Source: an optimization exercise on an open RTL-to-GDS flow (aim: small area and a short achievable clock period). Production flows keep margins and buffers that such runs may drop. In this exercise RTL edits were held to simulation tests only and were not proved equivalent to the original.

## v49
==> flow/design.v (excerpt) <==
module md_unit #(
  parameter int MULT_CYCLES = mdu_pkg::MULT_CYCLES_DEF,
  parameter int DIV_CYCLES  = mdu_pkg::DIV_CYCLES_DEF
) (
  input  logic        clk,
  input  logic        reset_n,
  input  logic        start,
  input  logic [3:0]  op,
  input  logic [31:0] a,
  input  logic [31:0] b,
  output logic        busy,
  output logic [31:0] hi,
  output logic [31:0] lo
);
Settings: LEC_CHECK=0, ABC_AREA=1, CAP_MARGIN=5, CORE_MARGIN=2, CORE_UTILIZATION=40, SLEW_MARGIN=5; clock period 125.0 ns.
standard.sh (not shown) runs the stock make flow with config.mk's settings and CLKGATE_MAP_FILE= SYNTH_SCRIPT=/design/flow/synth_recipe.tcl, a recipe that flattens the netlist after the stock synthesis.
==> flow/flow/run.sh <==
#!/bin/bash
# Standard layout, with plain buffers on the ports; timing repair also works on paths with less
# than 98.8 ns of slack (the input port paths), which set the achieved period.
set -euo pipefail
bash standard.sh BUFFER_PORTS_ARGS="-buffer_cell sky130_fd_sc_hd__buf_1" SETUP_SLACK_MARGIN=98.8 CTS_ARGS="-sink_clustering_enable -repair_clock_nets -dont_use_dummy_load -root_buf sky130_fd_sc_hd__clkbuf_16 -buf_list {sky130_fd_sc_hd__clkbuf_8 sky130_fd_sc_hd__clkbuf_16}" finish > make_finish.log 2>&1
What v5 does differently from v49 at the input level:
- swapping 5 for 20 in CAP_MARGIN
- swapping 5 for 20 in SLEW_MARGIN
==> flow/flow/run.sh <==
#!/bin/bash
# Standard layout, with plain buffers on the ports; timing repair also works on paths with less
# than 98.8 ns of slack (the input port paths), which set the achieved period.
set -euo pipefail
bash standard.sh BUFFER_PORTS_ARGS="-buffer_cell sky130_fd_sc_hd__buf_1" SETUP_SLACK_MARGIN=98.8 CTS_ARGS="-sink_clustering_enable -repair_clock_nets -dont_use_dummy_load -root_buf sky130_fd_sc_hd__clkbuf_16 -buf_list sky130_fd_sc_hd__clkbuf_8 -sink_clustering_max_diameter 60" finish > make_finish.log 2>&1
Findings:
- v5 did not stop at any stage, and its layout met the timing, design-rule and antenna checks.
- Of v5 and v49, the run reporting the lower critical path depth was v49.
- v49 -> v5: count of vias placed by the detailed router decreased slightly
- Compared to v49, v5 has worst hold slack 0.0065 ns higher.
- After detailed routing, v49 needs more wire than v5.
- v5 vs. v49: worst setup slack after layout climbed 0.035 ns; clock skew after layout shows an increase of 0.022 ns.
- | met2 layer usage reported by global route | higher: v5 |
- In terms of final cell count, v5 and v49 differ only marginally.
Modified inputs, v18 compared to v5
==> flow/flow/run.sh <==
#!/bin/bash
# Standard layout, with plain buffers on the ports; timing repair also works on paths with less
# than 98.8 ns of slack (the input port paths), which set the achieved period.
set -euo pipefail
bash standard.sh BUFFER_PORTS_ARGS="-buffer_cell sky130_fd_sc_hd__buf_1" SETUP_SLACK_MARGIN=98.8 CTS_ARGS="-sink_clustering_enable -repair_clock_nets -dont_use_dummy_load -root_buf sky130_fd_sc_hd__clkbuf_16 -buf_list {sky130_fd_sc_hd__clkbuf_8 sky130_fd_sc_hd__clkbuf_16}" finish > make_finish.log 2>&1
--- outcome ---
Diff v5 -> v18: wire length held steady; via count comparable. Higher transition time at the pin with the least slew margin was reported by v18, not v5. The setup slack of v18 is smaller than that of v5.
What v57 does differently from v18 at the input level:
- CORE_UTILIZATION changed from 40 to 70
==> flow/flow/run.sh <==
#!/bin/bash
# Standard layout, with plain buffers on the ports; timing repair also works on paths with less
# than 98.8 ns of slack (the input port paths), which set the achieved period.
set -euo pipefail
bash standard.sh BUFFER_PORTS_ARGS="-buffer_cell sky130_fd_sc_hd__buf_1" SETUP_SLACK_MARGIN=98.8 CTS_ARGS="-sink_clustering_enable -repair_clock_nets -dont_use_dummy_load -root_buf sky130_fd_sc_hd__clkbuf_16 -buf_list sky130_fd_sc_hd__clkbuf_8" finish > make_finish.log 2>&1
Notes after the runs:
Looking at fraction of area in clock buffers and inverters, v57 sits 0.96 points lower than v18 does.
[compare] base=v18 new=v57: post-CTS setup-driven buffer insertion count rose by 2; clock latency on the worst-skew pair now smaller.
Comparing v18 against v57, there is no change at all in basic-gate share of the synthesized area counting and, or, nand and nor cells.
Compared with v18, v57 shows a higher via count.
Largest stage delay on the critical path was higher in v18 than in v57.
The final area of v57 falls short of that of v18 by about 2%.
Lower number of cell instances on the worst register-to-register path goes to v57 over v18.
Minimum setup slack after placement was higher in v57 than in v18.

========
alpha:
md_unit again, from the RTL that the note above started with.
## md_unit
module md_unit #(
  parameter int MULT_CYCLES = mdu_pkg::MULT_CYCLES_DEF,
  parameter int DIV_CYCLES  = mdu_pkg::DIV_CYCLES_DEF
) (
  input  logic        clk,
  input  logic        reset_n,
  input  logic        start,
  input  logic [3:0]  op,
  input  logic [31:0] a,
  input  logic [31:0] b,
  output logic        busy,
  output logic [31:0] hi,
  output logic [31:0] lo
);
export LEC_CHECK = 0
export ABC_AREA = 1
export CAP_MARGIN = 20
export CORE_MARGIN = 2
export CORE_UTILIZATION = 40
export SLEW_MARGIN = 20
create_clock -name core_clock -period 125.0 [get_ports {clk}]
==> flow/flow/run.sh <==
#!/bin/bash
# Standard layout, with plain buffers on the ports; timing repair also works on paths with less
# than 98.8 ns of slack (the input port paths), which set the achieved period.
set -euo pipefail
bash standard.sh BUFFER_PORTS_ARGS="-buffer_cell sky130_fd_sc_hd__buf_1" SETUP_SLACK_MARGIN=98.8 CTS_ARGS="-sink_clustering_enable -repair_clock_nets -dont_use_dummy_load -root_buf sky130_fd_sc_hd__clkbuf_16 -buf_list sky130_fd_sc_hd__clkbuf_8 -sink_buffer_max_cap_derate 0.002" finish > make_finish.log 2>&1
Input-level comparison between beta and alpha:
# alpha
export LEC_CHECK = 0
export ABC_AREA = 1
export CAP_MARGIN = 20
export CORE_MARGIN = 2
export CORE_UTILIZATION = 40
export SLEW_MARGIN = 20
create_clock -name core_clock -period 125.0 [get_ports {clk}]
# beta
export LEC_CHECK = 0
export ABC_AREA = 1
export CAP_MARGIN = 20
export CORE_MARGIN = 2
export CORE_UTILIZATION = 60
export SLEW_MARGIN = 20
create_clock -name core_clock -period 125.0 [get_ports {clk}]
==> flow/flow/run.sh <==
#!/bin/bash
# Standard layout, with plain buffers on the ports; timing repair also works on paths with less
# than 98.8 ns of slack (the input port paths), which set the achieved period.
set -euo pipefail
bash standard.sh BUFFER_PORTS_ARGS="-buffer_cell sky130_fd_sc_hd__buf_1" SETUP_SLACK_MARGIN=98.8 CTS_ARGS="-sink_clustering_enable -repair_clock_nets -dont_use_dummy_load -root_buf sky130_fd_sc_hd__clkbuf_16 -buf_list sky130_fd_sc_hd__clkbuf_8" finish > make_finish.log 2>&1
Notes after the runs:
- In the metrics for alpha and beta, the one carrying the higher worst hold path stage count is alpha.
- Comparing alpha and beta, design area is lower on beta.
- Capturing element of the worst setup path = hi[16]: beta; capturing element of the worst setup path = hi[6]: alpha
- Between beta and alpha, the area occupied by multi-input gates does not differ in any meaningful way.
- Placed cell area for beta: 1.1% down relative to alpha
Changes in gamma relative to beta:
# beta
export LEC_CHECK = 0
export ABC_AREA = 1
export CAP_MARGIN = 20
export CORE_MARGIN = 2
export CORE_UTILIZATION = 60
export SLEW_MARGIN = 20
create_clock -name core_clock -period 125.0 [get_ports {clk}]
# gamma
export LEC_CHECK = 0
export ABC_AREA = 1
export CAP_MARGIN = 20
export CORE_MARGIN = 2
export CORE_UTILIZATION = 40
export SLEW_MARGIN = 20
export TNS_END_PERCENT = 10
create_clock -name core_clock -period 125.0 [get_ports {clk}]
[summary]
- Between gamma and beta, the routed length on met1 is higher for gamma.
- The higher routed length per instance came out of gamma.
- Compared with beta, in gamma multi-input combinational area share decreased by 0.51 points relative to the old numbers; maximum frequency closely matched the old numbers; part of the cycle the worst path needs closely matched the old numbers; fraction of area in registers decreased by 0.19 points relative to the old numbers; combined buffer and inverter count along the critical path decreased by 1 relative to the old numbers.
- gamma vs. beta: area enclosed by the die boundary went up by 49%.
- Against beta, gamma comes in 49% higher on standard cell core area.
The following lists how delta was set up differently from gamma:
# gamma
export LEC_CHECK = 0
export ABC_AREA = 1
export CAP_MARGIN = 20
export CORE_MARGIN = 2
export CORE_UTILIZATION = 40
export SLEW_MARGIN = 20
export TNS_END_PERCENT = 10
create_clock -name core_clock -period 125.0 [get_ports {clk}]
# delta
export LEC_CHECK = 0
export ABC_AREA = 1
export CAP_MARGIN = 20
export CORE_MARGIN = 2
export CORE_UTILIZATION = 40
export GPL_TIMING_DRIVEN = 0
export SLEW_MARGIN = 20
create_clock -name core_clock -period 125.0 [get_ports {clk}]
==> flow/flow/run.sh <==
#!/bin/bash
# Standard layout, with plain buffers on the ports; timing repair also works on paths with less
# than 98.8 ns of slack (the input port paths), which set the achieved period.
set -euo pipefail
bash standard.sh BUFFER_PORTS_ARGS="-buffer_cell sky130_fd_sc_hd__buf_1" SETUP_SLACK_MARGIN=98.8 CTS_ARGS="-sink_clustering_enable -repair_clock_nets -dont_use_dummy_load -root_buf sky130_fd_sc_hd__clkbuf_16 -buf_list {sky130_fd_sc_hd__clkbuf_8 sky130_fd_sc_hd__clkbuf_16}" finish > make_finish.log 2>&1
Routed metal-1 wire length, delta vs gamma: up by a little under 10%. delta against gamma: highest achievable clock rate barely changed; via count climbed about 7%.
Setup changes, delta to epsilon
# delta
export LEC_CHECK = 0
export ABC_AREA = 1
export CAP_MARGIN = 20
export CORE_MARGIN = 2
export CORE_UTILIZATION = 40
export GPL_TIMING_DRIVEN = 0
export SLEW_MARGIN = 20
create_clock -name core_clock -period 125.0 [get_ports {clk}]
# epsilon
export LEC_CHECK = 0
export ABC_AREA = 1
export CAP_MARGIN = 20
export CORE_MARGIN = 2
export CORE_UTILIZATION = 40
export SLEW_MARGIN = 20
create_clock -name core_clock -period 125.0 [get_ports {clk}]
==> flow/flow/run.sh <==
#!/bin/bash
# Standard layout, with plain buffers on the ports; timing repair also works on paths with less
# than 98.8 ns of slack (the input port paths), which set the achieved period.
set -euo pipefail
bash standard.sh BUFFER_PORTS_ARGS="-buffer_cell sky130_fd_sc_hd__buf_1" SETUP_SLACK_MARGIN=98.8 CTS_ARGS="-sink_clustering_enable -repair_clock_nets -dont_use_dummy_load -root_buf sky130_fd_sc_hd__clkbuf_16 -buf_list sky130_fd_sc_hd__clkbuf_8 -sink_clustering_size 10" finish > make_finish.log 2>&1
Findings:
epsilon did not stop at any stage, and its layout met the timing, design-rule and antenna checks. The fraction of area in registers number comes out lower for delta vs epsilon. A capture point of the worst path of hi[6] is what epsilon shows, while hi[27] belongs to delta. Ratio of final minimum period to clock period: delta vs epsilon — no meaningful difference. Compared with delta, epsilon shows met3 usage lower by 2.4 points. delta → epsilon: arrival time reported for the critical path endpoint dropped 70 ps, final design area excluding fillers dropped about 2.4%, total met3 wirelength after detailed routing dropped about 37%, non-clock buffer count dropped 88.

## re-timing with driven ports
Ports are ideal in the flow. The routed layouts listed here were re-timed in OpenROAD. Step 1 assumes that a clkbuf_16 drives the clock port and a buf_2 every other input. Step 2 times the ports against the registers' clock, not the clock port: input delays grow and output delays shrink by t, the midpoint of the rising clock arrivals with the driver on. Three values: no drivers, after step 1, after step 2; two values: the first two.
run	t, ns	setup WS [ns]	worst setup path after step 2
v49	0.522	98.857 / 98.800 / 98.421	input to register
v5	0.472	98.893 / 98.848 / 98.456	input to register
v18	0.516	98.863 / 98.806 / 98.409	input to register
v57	0.444	98.865 / 98.868 / 98.451	input to register
alpha	0.472	98.893 / 98.848 / 98.456	input to register
beta	0.449	98.902 / 98.883 / 98.476	input to register
gamma	0.471	98.860 / 98.835 / 98.426	input to register
delta	0.546	98.795 / 98.819 / 98.274	input to register
epsilon	0.472	98.893 / 98.848 / 98.456	input to register
After both steps every run listed still meets setup and hold. For delta, which loses most, drivers alone change the setup slack by +0.024 ns; drivers and shift together by -0.521 ns.
